This design comes from an exercise in tuning for small area, a short achievable clock period and few clock cycles on the open sky130 flow, not from production work. In this exercise RTL edits were held to simulation tests only and were not proved equivalent to the original.

==> wip/yarrow <==
Design roulette_wheel_selector, start of the top module:
module roulette_wheel_selector #(
  parameter int unsigned MAX_MEMBERS = rws_pkg::DEFAULT_MAX_MEMBERS
) (
  input  logic                clk_i,
  input  logic                rst_ni,
  input  logic                in_valid_i,
  output logic                in_ready_o,
  input  logic [rws_pkg::OP_W-1:0]     in_op_i,
  input  logic [rws_pkg::WEIGHT_W-1:0] in_weight_i,
  input  logic [rws_pkg::RND_W-1:0]    in_random_word_i,
  output logic                out_valid_o,
  input  logic                out_ready_i,
  output logic [rws_pkg::INDEX_W-1:0]  out_index_o,
  output logic                out_status_o
);
make LEC_CHECK=0 CAP_MARGIN=20 CORE_MARGIN=2 CORE_UTILIZATION=60 CTS_BUF_LIST=sky130_fd_sc_hd__clkbuf_8 SETUP_SLACK_MARGIN=3.0 SLEW_MARGIN=20 TNS_END_PERCENT=10 finish   # period 6.0 ns
run.sh (not shown) runs the stock make flow with config.mk's settings and CLKGATE_MAP_FILE= SYNTH_SCRIPT=/design/flow/synth_recipe.tcl, a recipe that flattens the netlist after the stock synthesis.
==> inputs of wip/juniper, as changes to wip/yarrow <==
--- a/flow/design.v
+++ b/flow/design.v
@@ -93,19 +93,20 @@
   localparam int unsigned CW    = $clog2(MAX_MEMBERS + 1);
   localparam int unsigned SW    = WEIGHT_W + AW;           
   localparam int unsigned XW    = SW + 2;                  
   localparam int unsigned NROWS = RND_W;                   
   localparam int unsigned NS    = DIV_NS;                  
   localparam int unsigned NC    = CMP_NCH;                 
   localparam int unsigned NB    = NS + NC - 1;             
-  localparam int unsigned FD    = NB + 5;                  
+  localparam int unsigned FD    = NB + 2;                  
   localparam int unsigned FAW   = $clog2(FD);
   localparam int unsigned CAP   = FD + 1;                  
   localparam int unsigned KW    = $clog2(CAP + 1);
   logic              rdy_q, rdy_d;
+  logic              nrdy_q;        
   logic              iv_q, iv_d;
   logic [OP_W-1:0]   iop_q;
   logic [WEIGHT_W-1:0] iw_q;
   logic [RND_W-1:0]  ir_q;
   logic [WEIGHT_W+1:0] iw3_q;       
   logic              init_q;
   logic [SW-1:0]     d_q;           
@@ -116,21 +117,24 @@
   logic [MAX_MEMBERS-1:0] le;
   logic [NB-1:0]     dv_q;
   logic [SW-1:0]     rem_q [NS];
   logic [RND_W-1:0]  rb_q  [NS];
   logic [KW-1:0]     cred_q;
   logic busy, busy_n;
   logic go, go_clr, go_app, go_sel;
+  logic app_q;                      
+  logic [DIV_NS-1:0] ent;           
+  logic              ent_any;
   logic do_clr, do_app, do_sel;
   logic out_take;
   assign full      = (n_q == CW'(MAX_MEMBERS));
   assign busy      = |dv_q;
   assign go_clr    = !busy;
   assign go_app    = !busy && (full || slot_free);
-  assign go_sel    = (cred_q < KW'(CAP));
+  assign go_sel    = (cred_q < KW'(CAP)) && !(app_q && !ent_any);
   always_comb begin
     unique case (iop_q)
       OP_CLEAR:  go = go_clr;
       OP_APPEND: go = go_app;
       OP_SELECT: go = go_sel;
       default:   go = 1'b1;
     endcase
@@ -149,45 +153,84 @@
   assign full_n = do_clr ? 1'b0 : (do_app ? (n_q == CW'(MAX_MEMBERS - 1)) : full);
   assign free_n = do_clr || init_q || slot_free_n;
   assign cred_n = cred_q + KW'(do_sel);
   always_comb begin
     unique case (op_n)
       OP_CLEAR:  go_n = !busy_n;
       OP_APPEND: go_n = !busy_n && (full_n || free_n);
-      OP_SELECT: go_n = (cred_n < KW'(CAP));
+      OP_SELECT: go_n = (cred_n < KW'(CAP)) && !(do_app && !ent_any);
       default:   go_n = 1'b1;
     endcase
   end
   assign rdy_d = !iv_n || go_n;
   assign iv_d  = iv_n;
   always_ff @(posedge clk_i or negedge rst_ni) begin
     if (!rst_ni) begin
       rdy_q  <= 1'b1;
+      nrdy_q <= 1'b0;
       iv_q   <= 1'b0;
       init_q <= 1'b1;
     end else begin
       rdy_q  <= rdy_d;
+      nrdy_q <= !rdy_d;
       iv_q   <= iv_d;
       init_q <= 1'b0;
     end
   end
   always_ff @(posedge clk_i) begin
     if (rdy_q) begin
       iop_q <= in_op_i;
       iw_q  <= in_weight_i;
       iw3_q <= (WEIGHT_W+2)'(in_weight_i) + (WEIGHT_W+2)'({in_weight_i, 1'b0});
       ir_q  <= in_random_word_i;
     end
   end
+  function automatic logic [XW:0] sub_nb(input logic [XW-1:0] a, input logic [XW-1:0] m);
+    logic [XW-1:0] g, p, ng, np;
+    g = ~a & m;
+    p = ~(a ^ m);
+    for (int l = 0; (1 << l) < XW; l++) begin
+      ng = g;
+      np = p;
+      for (int i = 0; i < XW; i++) begin
+        if (((i >> l) & 1) == 1) begin
+          ng[i] = g[i] | (p[i] & g[((i >> l) << l) - 1]);
+          np[i] = p[i] & p[((i >> l) << l) - 1];
+        end
+      end
+      g = ng;
+      p = np;
+    end
+    sub_nb = {~g[XW-1], a ^ m ^ {g[XW-2:0], 1'b0}};
+  endfunction
+  function automatic logic [XW-1:0] add_sk(input logic [XW-1:0] a, input logic [XW-1:0] b);
+    logic [XW-1:0] g, p, ng, np, h;
+    g = a & b;
+    p = a ^ b;
+    h = p;
+    for (int l = 0; (1 << l) < XW; l++) begin
+      ng = g;
+      np = p;
+      for (int i = 0; i < XW; i++) begin
+        if (((i >> l) & 1) == 1) begin
+          ng[i] = g[i] | (p[i] & g[((i >> l) << l) - 1]);
+          np[i] = p[i] & p[((i >> l) << l) - 1];
+        end
+      end
+      g = ng;
+      p = np;
+    end
+    add_sk = h ^ {g[XW-2:0], 1'b0};
+  endfunction
   logic [SW-1:0] d_app, d_d;
   logic [XW-1:0] d3_q, d3_d;      
-  assign d_app = d_q + SW'(iw_q);
+  assign d_app = SW'(add_sk(XW'(d_q), XW'(iw_q)));
   assign d_d   = do_clr ? SW'(1) : (do_app ? d_app : d_q);
   assign d3_d  = do_clr ? XW'(3) :
-                 (do_app ? d3_q + XW'(iw3_q) : d3_q);
+                 (do_app ? add_sk(d3_q, XW'(iw3_q)) : d3_q);
   localparam int unsigned NCP = 4;
   logic [SW-1:0] nd_q;
   logic [XW-1:0] nd3_q;
   logic [SW-1:0] dc_q  [NCP];     
   logic [XW-1:0] d3c_q [NCP];
   always_ff @(posedge clk_i) begin
     nd_q     <= ~d_d;
@@ -209,15 +252,14 @@
     end else begin
       d_q  <= d_d;
       d3_q <= d3_d;
       if (do_clr)      n_q <= '0;
       else if (do_app) n_q <= n_q + CW'(1);
     end
   end
-  logic app_q;
   always_ff @(posedge clk_i or negedge rst_ni) begin
     if (!rst_ni) app_q <= 1'b0;
     else         app_q <= do_app;
   end
   rws_ram #(
     .WIDTH (SW),
     .DEPTH (MAX_MEMBERS),
@@ -231,41 +273,21 @@
     .free_n_o(slot_free_n),
     .tgt_i   (rem_q[NS-1]),
     .le_o    (le)
   );
   function automatic integer bank_khi(input integer s);
     bank_khi = 3 + 2 * s;
   endfunction
-  function automatic logic [XW:0] sub_nb(input logic [XW-1:0] a, input logic [XW-1:0] m);
-    logic [XW-1:0] g, p, ng, np;
-    g = ~a & m;
-    p = ~(a ^ m);
-    for (int l = 0; (1 << l) < XW; l++) begin
-      ng = g;
-      np = p;
-      for (int i = 0; i < XW; i++) begin
-        if (((i >> l) & 1) == 1) begin
-          ng[i] = g[i] | (p[i] & g[((i >> l) << l) - 1]);
-          np[i] = p[i] & p[((i >> l) << l) - 1];
-        end
-      end
-      g = ng;
-      p = np;
-    end
-    sub_nb = {~g[XW-1], a ^ m ^ {g[XW-2:0], 1'b0}};
-  endfunction
   logic [XW:0] dz_q, d3z_q;
   always_ff @(posedge clk_i) begin
     for (int w = 0; w <= XW; w++) begin
       dz_q[w]  <= ((d_q >> w) == '0);
       d3z_q[w] <= ((d3_q >> w) == '0);
     end
   end
-  logic [NS-1:0] ent;       
-  logic          ent_any;
   always_comb begin
     ent = '0;
     for (int b = 0; b < NS; b++) begin
       if (DIV_ENT[b] && ((d_q >> bank_khi(b)) != '0)) ent = NS'(1) << b;
     end
   end
   assign ent_any = |ent;
@@ -307,23 +329,16 @@
       logic [XW-1:0] x, m;
       logic [XW:0]   s1, s2, s3;
       logic          ge1, ge2, ge3;
       logic [XW:0]   fz, f3z;
       int            k, w;
       r = rem_in;
       k = KLO;
-      if (s == 0) begin
-        for (int i = 0; i <= XW; i++) begin
-          fz[i]  = ((d_q >> i) == '0);
-          f3z[i] = ((d3_q >> i) == '0);
-        end
-      end else begin
-        fz  = dz_q;
-        f3z = d3z_q;
-      end
+      fz  = dz_q;
+      f3z = d3z_q;
       if (s == 0) begin
         x  = XW'(rb_in[NROWS-1]);
         s1 = {1'b0, x} - (XW+1)'(dd & SW'(1));
         r  = (!s1[1] && fz[1]) ? SW'(s1[0]) : SW'(x);
         k  = 1;
       end
       w  = (k + 2 < XW) ? k + 2 : XW;
@@ -364,40 +379,41 @@
         rb_q[s]  <= rb_in;
       end
     end
   end
   logic                   cv_q, qv_q, pv_q;
   logic                   cst_q, qst_q, pst_q;
   logic [MAX_MEMBERS-1:0] c_q;
-  logic [4:0]             q_q [4];
+  logic [3:0]             q_q [8];
   logic [INDEX_W-1:0]     pidx_q;
   always_ff @(posedge clk_i or negedge rst_ni) begin
     if (!rst_ni) begin
       cv_q <= 1'b0;
       qv_q <= 1'b0;
       pv_q <= 1'b0;
     end else begin
       cv_q <= dv_q[NB-1];
       qv_q <= cv_q;
       pv_q <= qv_q;
     end
   end
-  logic [4:0] grp [4];
+  logic [3:0] grp [8];
   always_comb begin
-    for (int g = 0; g < 4; g++) begin
+    for (int g = 0; g < 8; g++) begin
       grp[g] = '0;
-      for (int i = 0; i < 16; i++) grp[g] = grp[g] + 5'(c_q[16*g+i]);
+      for (int i = 0; i < 8; i++) grp[g] = grp[g] + 4'(c_q[8*g+i]);
     end
   end
   always_ff @(posedge clk_i) begin
     c_q   <= le;
     cst_q <= (n_q == '0);
-    for (int g = 0; g < 4; g++) q_q[g] <= grp[g];
+    for (int g = 0; g < 8; g++) q_q[g] <= grp[g];
     qst_q  <= cst_q;
-    pidx_q <= INDEX_W'((7'(q_q[0]) + 7'(q_q[1])) + (7'(q_q[2]) + 7'(q_q[3])));
+    pidx_q <= INDEX_W'(((7'(q_q[0]) + 7'(q_q[1])) + (7'(q_q[2]) + 7'(q_q[3]))) +
+                       ((7'(q_q[4]) + 7'(q_q[5])) + (7'(q_q[6]) + 7'(q_q[7]))));
     pst_q  <= qst_q;
   end
   logic [INDEX_W:0]   fmem_q [FD];
   logic [FAW-1:0]     wp_q, rp_q;
   logic [FAW:0]       fcnt_q;
   logic               ov_q;
   logic [INDEX_W:0]   od_q;
@@ -421,12 +437,12 @@
       cred_q <= cred_q + KW'(do_sel) - KW'(out_take);
     end
   end
   always_ff @(posedge clk_i) begin
     if (fpush) fmem_q[wp_q] <= {pst_q, pidx_q};
     if (oload) od_q <= (fcnt_q != '0) ? fmem_q[rp_q] : {pst_q, pidx_q};
   end
-  assign in_ready_o   = rdy_q;
+  assign in_ready_o   = !nrdy_q;
   assign out_valid_o  = ov_q;
   assign out_index_o  = od_q[INDEX_W-1:0];
   assign out_status_o = od_q[INDEX_W];
 endmodule
- CORE_UTILIZATION: 60 -> 55
- CTS_BUF_LIST: sky130_fd_sc_hd__clkbuf_8 -> default
- SETUP_SLACK_MARGIN: 3.0 -> 2.7
==> qor summary <==
	wip/juniper	wip/yarrow
Run status	complete, no violations	complete, no violations
Crit-path max cell delay	0.48 ns	0.45 ns
Cell total after placement	13,100	12,900
Adder-cell area share of the yosys netlist	0.193	0.190
Met2 capacity usage during global routing	0.417	0.432
Xor and xnor fraction of the mapped netlist area	0.0331	0.0346
Area fraction in and, or, nand and nor cells after synthesis	0.0779	0.0784
Floorplan core area	205,000 um2	188,000 um2
CP Launch Point	d3c_q[3][0]$_DFF_P_	dc_q[1][0]$_DFF_P_
Reg-to-Reg End	rem_q[13][17]$_DFF_P_	g_div[8].rem_in[14]$_DFF_P_
Required time of the critical path	6.83 ns	6.87 ns
FF+latch count	2,695	2,699
Amount of wire on met2 after detailed routing	127,000 um	123,000 um
Testbench counts of wip/yarrow, summed over its fixed seeds: cycles 2,863.
Testbench counts of wip/juniper, summed over its fixed seeds: cycles 2,863.

---

==> build 56 <==
roulette_wheel_selector with an RTL version that a note above also has.
// roulette_wheel_selector
module roulette_wheel_selector #(
  parameter int unsigned MAX_MEMBERS = rws_pkg::DEFAULT_MAX_MEMBERS
) (
  input  logic                clk_i,
  input  logic                rst_ni,
  input  logic                in_valid_i,
  output logic                in_ready_o,
  input  logic [rws_pkg::OP_W-1:0]     in_op_i,
  input  logic [rws_pkg::WEIGHT_W-1:0] in_weight_i,
  input  logic [rws_pkg::RND_W-1:0]    in_random_word_i,
  output logic                out_valid_o,
  input  logic                out_ready_i,
  output logic [rws_pkg::INDEX_W-1:0]  out_index_o,
  output logic                out_status_o
);
clock: 6.0 ns
lec_check: 0
cap_margin: 20
core_margin: 2
core_utilization: 55
place_density: 0.72
setup_slack_margin: 2.7
slew_margin: 20
tns_end_percent: 10
==> build 21: changes against build 56 <==
--- a/flow/design.v
+++ b/flow/design.v
@@ -93,20 +93,19 @@
   localparam int unsigned CW    = $clog2(MAX_MEMBERS + 1);
   localparam int unsigned SW    = WEIGHT_W + AW;           
   localparam int unsigned XW    = SW + 2;                  
   localparam int unsigned NROWS = RND_W;                   
   localparam int unsigned NS    = DIV_NS;                  
   localparam int unsigned NC    = CMP_NCH;                 
   localparam int unsigned NB    = NS + NC - 1;             
-  localparam int unsigned FD    = NB + 2;                  
+  localparam int unsigned FD    = NB + 5;                  
   localparam int unsigned FAW   = $clog2(FD);
   localparam int unsigned CAP   = FD + 1;                  
   localparam int unsigned KW    = $clog2(CAP + 1);
   logic              rdy_q, rdy_d;
-  logic              nrdy_q;        
   logic              iv_q, iv_d;
   logic [OP_W-1:0]   iop_q;
   logic [WEIGHT_W-1:0] iw_q;
   logic [RND_W-1:0]  ir_q;
   logic [WEIGHT_W+1:0] iw3_q;       
   logic              init_q;
   logic [SW-1:0]     d_q;           
@@ -117,24 +116,21 @@
   logic [MAX_MEMBERS-1:0] le;
   logic [NB-1:0]     dv_q;
   logic [SW-1:0]     rem_q [NS];
   logic [RND_W-1:0]  rb_q  [NS];
   logic [KW-1:0]     cred_q;
   logic busy, busy_n;
   logic go, go_clr, go_app, go_sel;
-  logic app_q;                      
-  logic [DIV_NS-1:0] ent;           
-  logic              ent_any;
   logic do_clr, do_app, do_sel;
   logic out_take;
   assign full      = (n_q == CW'(MAX_MEMBERS));
   assign busy      = |dv_q;
   assign go_clr    = !busy;
   assign go_app    = !busy && (full || slot_free);
-  assign go_sel    = (cred_q < KW'(CAP)) && !(app_q && !ent_any);
+  assign go_sel    = (cred_q < KW'(CAP));
   always_comb begin
     unique case (iop_q)
       OP_CLEAR:  go = go_clr;
       OP_APPEND: go = go_app;
       OP_SELECT: go = go_sel;
       default:   go = 1'b1;
     endcase
@@ -153,84 +149,45 @@
   assign full_n = do_clr ? 1'b0 : (do_app ? (n_q == CW'(MAX_MEMBERS - 1)) : full);
   assign free_n = do_clr || init_q || slot_free_n;
   assign cred_n = cred_q + KW'(do_sel);
   always_comb begin
     unique case (op_n)
       OP_CLEAR:  go_n = !busy_n;
       OP_APPEND: go_n = !busy_n && (full_n || free_n);
-      OP_SELECT: go_n = (cred_n < KW'(CAP)) && !(do_app && !ent_any);
+      OP_SELECT: go_n = (cred_n < KW'(CAP));
       default:   go_n = 1'b1;
     endcase
   end
   assign rdy_d = !iv_n || go_n;
   assign iv_d  = iv_n;
   always_ff @(posedge clk_i or negedge rst_ni) begin
     if (!rst_ni) begin
       rdy_q  <= 1'b1;
-      nrdy_q <= 1'b0;
       iv_q   <= 1'b0;
       init_q <= 1'b1;
     end else begin
       rdy_q  <= rdy_d;
-      nrdy_q <= !rdy_d;
       iv_q   <= iv_d;
       init_q <= 1'b0;
     end
   end
   always_ff @(posedge clk_i) begin
     if (rdy_q) begin
       iop_q <= in_op_i;
       iw_q  <= in_weight_i;
       iw3_q <= (WEIGHT_W+2)'(in_weight_i) + (WEIGHT_W+2)'({in_weight_i, 1'b0});
       ir_q  <= in_random_word_i;
     end
   end
-  function automatic logic [XW:0] sub_nb(input logic [XW-1:0] a, input logic [XW-1:0] m);
-    logic [XW-1:0] g, p, ng, np;
-    g = ~a & m;
-    p = ~(a ^ m);
-    for (int l = 0; (1 << l) < XW; l++) begin
-      ng = g;
-      np = p;
-      for (int i = 0; i < XW; i++) begin
-        if (((i >> l) & 1) == 1) begin
-          ng[i] = g[i] | (p[i] & g[((i >> l) << l) - 1]);
-          np[i] = p[i] & p[((i >> l) << l) - 1];
-        end
-      end
-      g = ng;
-      p = np;
-    end
-    sub_nb = {~g[XW-1], a ^ m ^ {g[XW-2:0], 1'b0}};
-  endfunction
-  function automatic logic [XW-1:0] add_sk(input logic [XW-1:0] a, input logic [XW-1:0] b);
-    logic [XW-1:0] g, p, ng, np, h;
-    g = a & b;
-    p = a ^ b;
-    h = p;
-    for (int l = 0; (1 << l) < XW; l++) begin
-      ng = g;
-      np = p;
-      for (int i = 0; i < XW; i++) begin
-        if (((i >> l) & 1) == 1) begin
-          ng[i] = g[i] | (p[i] & g[((i >> l) << l) - 1]);
-          np[i] = p[i] & p[((i >> l) << l) - 1];
-        end
-      end
-      g = ng;
-      p = np;
-    end
-    add_sk = h ^ {g[XW-2:0], 1'b0};
-  endfunction
   logic [SW-1:0] d_app, d_d;
   logic [XW-1:0] d3_q, d3_d;      
-  assign d_app = SW'(add_sk(XW'(d_q), XW'(iw_q)));
+  assign d_app = d_q + SW'(iw_q);
   assign d_d   = do_clr ? SW'(1) : (do_app ? d_app : d_q);
   assign d3_d  = do_clr ? XW'(3) :
-                 (do_app ? add_sk(d3_q, XW'(iw3_q)) : d3_q);
+                 (do_app ? d3_q + XW'(iw3_q) : d3_q);
   localparam int unsigned NCP = 4;
   logic [SW-1:0] nd_q;
   logic [XW-1:0] nd3_q;
   logic [SW-1:0] dc_q  [NCP];     
   logic [XW-1:0] d3c_q [NCP];
   always_ff @(posedge clk_i) begin
     nd_q     <= ~d_d;
@@ -252,14 +209,15 @@
     end else begin
       d_q  <= d_d;
       d3_q <= d3_d;
       if (do_clr)      n_q <= '0;
       else if (do_app) n_q <= n_q + CW'(1);
     end
   end
+  logic app_q;
   always_ff @(posedge clk_i or negedge rst_ni) begin
     if (!rst_ni) app_q <= 1'b0;
     else         app_q <= do_app;
   end
   rws_ram #(
     .WIDTH (SW),
     .DEPTH (MAX_MEMBERS),
@@ -273,21 +231,41 @@
     .free_n_o(slot_free_n),
     .tgt_i   (rem_q[NS-1]),
     .le_o    (le)
   );
   function automatic integer bank_khi(input integer s);
     bank_khi = 3 + 2 * s;
   endfunction
+  function automatic logic [XW:0] sub_nb(input logic [XW-1:0] a, input logic [XW-1:0] m);
+    logic [XW-1:0] g, p, ng, np;
+    g = ~a & m;
+    p = ~(a ^ m);
+    for (int l = 0; (1 << l) < XW; l++) begin
+      ng = g;
+      np = p;
+      for (int i = 0; i < XW; i++) begin
+        if (((i >> l) & 1) == 1) begin
+          ng[i] = g[i] | (p[i] & g[((i >> l) << l) - 1]);
+          np[i] = p[i] & p[((i >> l) << l) - 1];
+        end
+      end
+      g = ng;
+      p = np;
+    end
+    sub_nb = {~g[XW-1], a ^ m ^ {g[XW-2:0], 1'b0}};
+  endfunction
   logic [XW:0] dz_q, d3z_q;
   always_ff @(posedge clk_i) begin
     for (int w = 0; w <= XW; w++) begin
       dz_q[w]  <= ((d_q >> w) == '0);
       d3z_q[w] <= ((d3_q >> w) == '0);
     end
   end
+  logic [NS-1:0] ent;       
+  logic          ent_any;
   always_comb begin
     ent = '0;
     for (int b = 0; b < NS; b++) begin
       if (DIV_ENT[b] && ((d_q >> bank_khi(b)) != '0)) ent = NS'(1) << b;
     end
   end
   assign ent_any = |ent;
@@ -329,16 +307,23 @@
       logic [XW-1:0] x, m;
       logic [XW:0]   s1, s2, s3;
       logic          ge1, ge2, ge3;
       logic [XW:0]   fz, f3z;
       int            k, w;
       r = rem_in;
       k = KLO;
-      fz  = dz_q;
-      f3z = d3z_q;
+      if (s == 0) begin
+        for (int i = 0; i <= XW; i++) begin
+          fz[i]  = ((d_q >> i) == '0);
+          f3z[i] = ((d3_q >> i) == '0);
+        end
+      end else begin
+        fz  = dz_q;
+        f3z = d3z_q;
+      end
       if (s == 0) begin
         x  = XW'(rb_in[NROWS-1]);
         s1 = {1'b0, x} - (XW+1)'(dd & SW'(1));
         r  = (!s1[1] && fz[1]) ? SW'(s1[0]) : SW'(x);
         k  = 1;
       end
       w  = (k + 2 < XW) ? k + 2 : XW;
@@ -379,41 +364,40 @@
         rb_q[s]  <= rb_in;
       end
     end
   end
   logic                   cv_q, qv_q, pv_q;
   logic                   cst_q, qst_q, pst_q;
   logic [MAX_MEMBERS-1:0] c_q;
-  logic [3:0]             q_q [8];
+  logic [4:0]             q_q [4];
   logic [INDEX_W-1:0]     pidx_q;
   always_ff @(posedge clk_i or negedge rst_ni) begin
     if (!rst_ni) begin
       cv_q <= 1'b0;
       qv_q <= 1'b0;
       pv_q <= 1'b0;
     end else begin
       cv_q <= dv_q[NB-1];
       qv_q <= cv_q;
       pv_q <= qv_q;
     end
   end
-  logic [3:0] grp [8];
+  logic [4:0] grp [4];
   always_comb begin
-    for (int g = 0; g < 8; g++) begin
+    for (int g = 0; g < 4; g++) begin
       grp[g] = '0;
-      for (int i = 0; i < 8; i++) grp[g] = grp[g] + 4'(c_q[8*g+i]);
+      for (int i = 0; i < 16; i++) grp[g] = grp[g] + 5'(c_q[16*g+i]);
     end
   end
   always_ff @(posedge clk_i) begin
     c_q   <= le;
     cst_q <= (n_q == '0);
-    for (int g = 0; g < 8; g++) q_q[g] <= grp[g];
+    for (int g = 0; g < 4; g++) q_q[g] <= grp[g];
     qst_q  <= cst_q;
-    pidx_q <= INDEX_W'(((7'(q_q[0]) + 7'(q_q[1])) + (7'(q_q[2]) + 7'(q_q[3]))) +
-                       ((7'(q_q[4]) + 7'(q_q[5])) + (7'(q_q[6]) + 7'(q_q[7]))));
+    pidx_q <= INDEX_W'((7'(q_q[0]) + 7'(q_q[1])) + (7'(q_q[2]) + 7'(q_q[3])));
     pst_q  <= qst_q;
   end
   logic [INDEX_W:0]   fmem_q [FD];
   logic [FAW-1:0]     wp_q, rp_q;
   logic [FAW:0]       fcnt_q;
   logic               ov_q;
   logic [INDEX_W:0]   od_q;
@@ -437,12 +421,12 @@
       cred_q <= cred_q + KW'(do_sel) - KW'(out_take);
     end
   end
   always_ff @(posedge clk_i) begin
     if (fpush) fmem_q[wp_q] <= {pst_q, pidx_q};
     if (oload) od_q <= (fcnt_q != '0) ? fmem_q[rp_q] : {pst_q, pidx_q};
   end
-  assign in_ready_o   = !nrdy_q;
+  assign in_ready_o   = rdy_q;
   assign out_valid_o  = ov_q;
   assign out_index_o  = od_q[INDEX_W-1:0];
   assign out_status_o = od_q[INDEX_W];
 endmodule
--- a/flow/config.mk
+++ b/flow/config.mk
@@ -4,11 +4,10 @@
 export VERILOG_FILES = /design/flow/design.v
 export SDC_FILE = /design/flow/constraint.sdc
 export NUM_CORES = 4
 export LEC_CHECK = 0
 export CAP_MARGIN = 20
 export CORE_MARGIN = 2
 export CORE_UTILIZATION = 55
-export PLACE_DENSITY = 0.72
 export SETUP_SLACK_MARGIN = 2.7
 export SLEW_MARGIN = 20
 export TNS_END_PERCENT = 10
==> build 45: changes against build 56 <==
--- a/flow/design.v
+++ b/flow/design.v
@@ -35,16 +35,16 @@
     nsum_q[0] <= we_i ? ~wdata_i : nsum_q[DEPTH-1];
     for (int i = 1; i < DEPTH; i++) nsum_q[i] <= nsum_q[i-1];
   end
   always_ff @(posedge clk_i) begin
     val_q[0] <= we_i | (val_q[DEPTH-1] & ~clr_i);
     for (int i = 1; i < DEPTH; i++) val_q[i] <= val_q[i-1] & ~clr_i;
   end
-  assign free_o   = ~val_q[DEPTH-2];
-  assign free_n_o = ~val_q[DEPTH-3];
+  assign free_o   = ~val_q[DEPTH-1];
+  assign free_n_o = ~val_q[DEPTH-2];
   logic [WIDTH-1:0] tgt   [NCH];
   logic [DEPTH-1:0] cin   [NCH];
   logic [DEPTH-1:0] cout  [NCH];
   assign tgt[0] = tgt_i;
   assign cin[0] = '1;
   for (genvar c = 0; c < NCH; c++) begin : g_ch
     localparam int unsigned LO = c * CHW;
@@ -93,48 +93,43 @@
   localparam int unsigned CW    = $clog2(MAX_MEMBERS + 1);
   localparam int unsigned SW    = WEIGHT_W + AW;           
   localparam int unsigned XW    = SW + 2;                  
   localparam int unsigned NROWS = RND_W;                   
   localparam int unsigned NS    = DIV_NS;                  
   localparam int unsigned NC    = CMP_NCH;                 
   localparam int unsigned NB    = NS + NC - 1;             
-  localparam int unsigned FD    = NB + 2;                  
+  localparam int unsigned FD    = NB + 5;                  
   localparam int unsigned FAW   = $clog2(FD);
   localparam int unsigned CAP   = FD + 1;                  
   localparam int unsigned KW    = $clog2(CAP + 1);
   logic              rdy_q, rdy_d;
-  logic              nrdy_q;        
   logic              iv_q, iv_d;
   logic [OP_W-1:0]   iop_q;
   logic [WEIGHT_W-1:0] iw_q;
   logic [RND_W-1:0]  ir_q;
-  logic [WEIGHT_W+1:0] iw3_q;       
   logic              init_q;
   logic [SW-1:0]     d_q;           
   logic [CW-1:0]     n_q;           
   logic              full;
   logic              slot_free;
   logic              slot_free_n;
   logic [MAX_MEMBERS-1:0] le;
   logic [NB-1:0]     dv_q;
   logic [SW-1:0]     rem_q [NS];
   logic [RND_W-1:0]  rb_q  [NS];
   logic [KW-1:0]     cred_q;
   logic busy, busy_n;
   logic go, go_clr, go_app, go_sel;
-  logic app_q;                      
-  logic [DIV_NS-1:0] ent;           
-  logic              ent_any;
   logic do_clr, do_app, do_sel;
   logic out_take;
   assign full      = (n_q == CW'(MAX_MEMBERS));
   assign busy      = |dv_q;
   assign go_clr    = !busy;
   assign go_app    = !busy && (full || slot_free);
-  assign go_sel    = (cred_q < KW'(CAP)) && !(app_q && !ent_any);
+  assign go_sel    = (cred_q < KW'(CAP));
   always_comb begin
     unique case (iop_q)
       OP_CLEAR:  go = go_clr;
       OP_APPEND: go = go_app;
       OP_SELECT: go = go_sel;
       default:   go = 1'b1;
     endcase
@@ -153,84 +148,44 @@
   assign full_n = do_clr ? 1'b0 : (do_app ? (n_q == CW'(MAX_MEMBERS - 1)) : full);
   assign free_n = do_clr || init_q || slot_free_n;
   assign cred_n = cred_q + KW'(do_sel);
   always_comb begin
     unique case (op_n)
       OP_CLEAR:  go_n = !busy_n;
       OP_APPEND: go_n = !busy_n && (full_n || free_n);
-      OP_SELECT: go_n = (cred_n < KW'(CAP)) && !(do_app && !ent_any);
+      OP_SELECT: go_n = (cred_n < KW'(CAP));
       default:   go_n = 1'b1;
     endcase
   end
   assign rdy_d = !iv_n || go_n;
   assign iv_d  = iv_n;
   always_ff @(posedge clk_i or negedge rst_ni) begin
     if (!rst_ni) begin
       rdy_q  <= 1'b1;
-      nrdy_q <= 1'b0;
       iv_q   <= 1'b0;
       init_q <= 1'b1;
     end else begin
       rdy_q  <= rdy_d;
-      nrdy_q <= !rdy_d;
       iv_q   <= iv_d;
       init_q <= 1'b0;
     end
   end
   always_ff @(posedge clk_i) begin
     if (rdy_q) begin
       iop_q <= in_op_i;
       iw_q  <= in_weight_i;
-      iw3_q <= (WEIGHT_W+2)'(in_weight_i) + (WEIGHT_W+2)'({in_weight_i, 1'b0});
       ir_q  <= in_random_word_i;
     end
   end
-  function automatic logic [XW:0] sub_nb(input logic [XW-1:0] a, input logic [XW-1:0] m);
-    logic [XW-1:0] g, p, ng, np;
-    g = ~a & m;
-    p = ~(a ^ m);
-    for (int l = 0; (1 << l) < XW; l++) begin
-      ng = g;
-      np = p;
-      for (int i = 0; i < XW; i++) begin
-        if (((i >> l) & 1) == 1) begin
-          ng[i] = g[i] | (p[i] & g[((i >> l) << l) - 1]);
-          np[i] = p[i] & p[((i >> l) << l) - 1];
-        end
-      end
-      g = ng;
-      p = np;
-    end
-    sub_nb = {~g[XW-1], a ^ m ^ {g[XW-2:0], 1'b0}};
-  endfunction
-  function automatic logic [XW-1:0] add_sk(input logic [XW-1:0] a, input logic [XW-1:0] b);
-    logic [XW-1:0] g, p, ng, np, h;
-    g = a & b;
-    p = a ^ b;
-    h = p;
-    for (int l = 0; (1 << l) < XW; l++) begin
-      ng = g;
-      np = p;
-      for (int i = 0; i < XW; i++) begin
-        if (((i >> l) & 1) == 1) begin
-          ng[i] = g[i] | (p[i] & g[((i >> l) << l) - 1]);
-          np[i] = p[i] & p[((i >> l) << l) - 1];
-        end
-      end
-      g = ng;
-      p = np;
-    end
-    add_sk = h ^ {g[XW-2:0], 1'b0};
-  endfunction
   logic [SW-1:0] d_app, d_d;
   logic [XW-1:0] d3_q, d3_d;      
-  assign d_app = SW'(add_sk(XW'(d_q), XW'(iw_q)));
+  assign d_app = d_q + SW'(iw_q);
   assign d_d   = do_clr ? SW'(1) : (do_app ? d_app : d_q);
   assign d3_d  = do_clr ? XW'(3) :
-                 (do_app ? add_sk(d3_q, XW'(iw3_q)) : d3_q);
+                 (do_app ? d3_q + XW'({iw_q, 1'b0}) + XW'(iw_q) : d3_q);
   localparam int unsigned NCP = 4;
   logic [SW-1:0] nd_q;
   logic [XW-1:0] nd3_q;
   logic [SW-1:0] dc_q  [NCP];     
   logic [XW-1:0] d3c_q [NCP];
   always_ff @(posedge clk_i) begin
     nd_q     <= ~d_d;
@@ -252,27 +207,23 @@
     end else begin
       d_q  <= d_d;
       d3_q <= d3_d;
       if (do_clr)      n_q <= '0;
       else if (do_app) n_q <= n_q + CW'(1);
     end
   end
-  always_ff @(posedge clk_i or negedge rst_ni) begin
-    if (!rst_ni) app_q <= 1'b0;
-    else         app_q <= do_app;
-  end
   rws_ram #(
     .WIDTH (SW),
     .DEPTH (MAX_MEMBERS),
     .NCH   (NC)
   ) u_store (
     .clk_i   (clk_i),
     .clr_i   (do_clr || init_q),
-    .we_i    (app_q && !do_clr),
-    .wdata_i (d_q),
+    .we_i    (do_app),
+    .wdata_i (d_app),
     .free_o  (slot_free),
     .free_n_o(slot_free_n),
     .tgt_i   (rem_q[NS-1]),
     .le_o    (le)
   );
   function automatic integer bank_khi(input integer s);
     bank_khi = 3 + 2 * s;
@@ -280,14 +231,16 @@
   logic [XW:0] dz_q, d3z_q;
   always_ff @(posedge clk_i) begin
     for (int w = 0; w <= XW; w++) begin
       dz_q[w]  <= ((d_q >> w) == '0);
       d3z_q[w] <= ((d3_q >> w) == '0);
     end
   end
+  logic [NS-1:0] ent;       
+  logic          ent_any;
   always_comb begin
     ent = '0;
     for (int b = 0; b < NS; b++) begin
       if (DIV_ENT[b] && ((d_q >> bank_khi(b)) != '0)) ent = NS'(1) << b;
     end
   end
   assign ent_any = |ent;
@@ -329,36 +282,43 @@
       logic [XW-1:0] x, m;
       logic [XW:0]   s1, s2, s3;
       logic          ge1, ge2, ge3;
       logic [XW:0]   fz, f3z;
       int            k, w;
       r = rem_in;
       k = KLO;
-      fz  = dz_q;
-      f3z = d3z_q;
+      if (s == 0) begin
+        for (int i = 0; i <= XW; i++) begin
+          fz[i]  = ((d_q >> i) == '0);
+          f3z[i] = ((d3_q >> i) == '0);
+        end
+      end else begin
+        fz  = dz_q;
+        f3z = d3z_q;
+      end
       if (s == 0) begin
         x  = XW'(rb_in[NROWS-1]);
         s1 = {1'b0, x} - (XW+1)'(dd & SW'(1));
         r  = (!s1[1] && fz[1]) ? SW'(s1[0]) : SW'(x);
         k  = 1;
       end
       w  = (k + 2 < XW) ? k + 2 : XW;
       m  = (w < XW) ? ((XW'(1) << w) - XW'(1)) : '1;
       x  = {r, rb_in[NROWS-1-k], rb_in[NROWS-2-k]} & m;
-      s1 = sub_nb(x, XW'(dd) & m);
-      s2 = sub_nb(x, XW'({dd, 1'b0}) & m);
-      s3 = sub_nb(x, dd3 & m);
+      s1 = {1'b0, x} - {1'b0, XW'(dd) & m};
+      s2 = {1'b0, x} - {1'b0, XW'({dd, 1'b0}) & m};
+      s3 = {1'b0, x} - {1'b0, dd3 & m};
       if (w < XW) begin
-        ge1 = s1[XW] && fz[w];
-        ge2 = s2[XW] && fz[w-1];
-        ge3 = s3[XW] && f3z[w];
+        ge1 = !s1[XW] && fz[w];
+        ge2 = !s2[XW] && fz[w-1];
+        ge3 = !s3[XW] && f3z[w];
       end else begin
-        ge1 = s1[XW];
-        ge2 = s2[XW];
-        ge3 = s3[XW];
+        ge1 = !s1[XW];
+        ge2 = !s2[XW];
+        ge3 = !s3[XW];
       end
       if (ge3)      r = SW'(s3);
       else if (ge2) r = SW'(s2);
       else if (ge1) r = SW'(s1);
       else          r = SW'(x);
       if (w < SW) r = r & ((SW'(1) << w) - SW'(1));
       rem_out = r;
@@ -379,41 +339,40 @@
         rb_q[s]  <= rb_in;
       end
     end
   end
   logic                   cv_q, qv_q, pv_q;
   logic                   cst_q, qst_q, pst_q;
   logic [MAX_MEMBERS-1:0] c_q;
-  logic [3:0]             q_q [8];
+  logic [4:0]             q_q [4];
   logic [INDEX_W-1:0]     pidx_q;
   always_ff @(posedge clk_i or negedge rst_ni) begin
     if (!rst_ni) begin
       cv_q <= 1'b0;
       qv_q <= 1'b0;
       pv_q <= 1'b0;
     end else begin
       cv_q <= dv_q[NB-1];
       qv_q <= cv_q;
       pv_q <= qv_q;
     end
   end
-  logic [3:0] grp [8];
+  logic [4:0] grp [4];
   always_comb begin
-    for (int g = 0; g < 8; g++) begin
+    for (int g = 0; g < 4; g++) begin
       grp[g] = '0;
-      for (int i = 0; i < 8; i++) grp[g] = grp[g] + 4'(c_q[8*g+i]);
+      for (int i = 0; i < 16; i++) grp[g] = grp[g] + 5'(c_q[16*g+i]);
     end
   end
   always_ff @(posedge clk_i) begin
     c_q   <= le;
     cst_q <= (n_q == '0);
-    for (int g = 0; g < 8; g++) q_q[g] <= grp[g];
+    for (int g = 0; g < 4; g++) q_q[g] <= grp[g];
     qst_q  <= cst_q;
-    pidx_q <= INDEX_W'(((7'(q_q[0]) + 7'(q_q[1])) + (7'(q_q[2]) + 7'(q_q[3]))) +
-                       ((7'(q_q[4]) + 7'(q_q[5])) + (7'(q_q[6]) + 7'(q_q[7]))));
+    pidx_q <= INDEX_W'((7'(q_q[0]) + 7'(q_q[1])) + (7'(q_q[2]) + 7'(q_q[3])));
     pst_q  <= qst_q;
   end
   logic [INDEX_W:0]   fmem_q [FD];
   logic [FAW-1:0]     wp_q, rp_q;
   logic [FAW:0]       fcnt_q;
   logic               ov_q;
   logic [INDEX_W:0]   od_q;
@@ -437,12 +396,12 @@
       cred_q <= cred_q + KW'(do_sel) - KW'(out_take);
     end
   end
   always_ff @(posedge clk_i) begin
     if (fpush) fmem_q[wp_q] <= {pst_q, pidx_q};
     if (oload) od_q <= (fcnt_q != '0) ? fmem_q[rp_q] : {pst_q, pidx_q};
   end
-  assign in_ready_o   = !nrdy_q;
+  assign in_ready_o   = rdy_q;
   assign out_valid_o  = ov_q;
   assign out_index_o  = od_q[INDEX_W-1:0];
   assign out_status_o = od_q[INDEX_W];
 endmodule
--- a/flow/config.mk
+++ b/flow/config.mk
@@ -4,11 +4,10 @@
 export VERILOG_FILES = /design/flow/design.v
 export SDC_FILE = /design/flow/constraint.sdc
 export NUM_CORES = 4
 export LEC_CHECK = 0
 export CAP_MARGIN = 20
 export CORE_MARGIN = 2
 export CORE_UTILIZATION = 55
-export PLACE_DENSITY = 0.72
 export SETUP_SLACK_MARGIN = 2.7
 export SLEW_MARGIN = 20
 export TNS_END_PERCENT = 10
==> summary of the runs <==
- Non-clock buffer count, highest first: build 45, build 56, build 21.
- The highest register-to-register slack belongs to build 45, the lowest to build 56.
- Against build 45, the setup slack of build 21 is worse by 0.14 ns.
- Against build 56, the clock skew of build 21 is lower by 0.0050 ns.
- Sequential cell count, lowest first: build 45, build 56, build 21.
- Of build 56 and build 45, build 45 has the higher utilization (gap 0.20 points).
- Build 56 produced a clean layout. Build 45 went through all stages and came out clean. Build 21 completed without violations.
Testbench counts of build 56, summed over its fixed seeds: cycles 2,863.
Testbench counts of build 21, summed over its fixed seeds: cycles 2,863.
Testbench counts of build 45, summed over its fixed seeds: cycles 2,863.

[separate check: timing with driven ports]
In the flow no input, the clock included, has a driving cell. The finished layouts below were timed again as built, in two steps.
Step 1: set_driving_cell puts a clkbuf_16 on clk_i and a buf_2 on each other input, an assumption about the parent block.
Step 2 also shifts input and output timing later by t, the mid clock arrival at the registers, as if the neighbouring blocks saw the same clock.
a / b / c = ideal ports / drivers / drivers and shift; a / b = the first two.
run	t, ns	slack for setup (ns)	slew at the worst register clock pin (ns)
wip/yarrow	1.132	2.095 / 2.095 / 1.303	0.07 / 0.07
wip/juniper	0.992	2.072 / 2.072 / 1.420	0.07 / 0.07
build 56	0.995	2.147 / 2.147 / 1.584	0.07 / 0.07
build 21	0.973	2.164 / 2.164 / 1.593	0.07 / 0.07
build 45	0.982	2.302 / 2.302 / 1.868	0.07 / 0.07
After both steps every run listed still meets setup and hold. For wip/yarrow, which loses most, drivers alone change the setup slack by 0.000 ns; drivers and shift together by -0.792 ns.
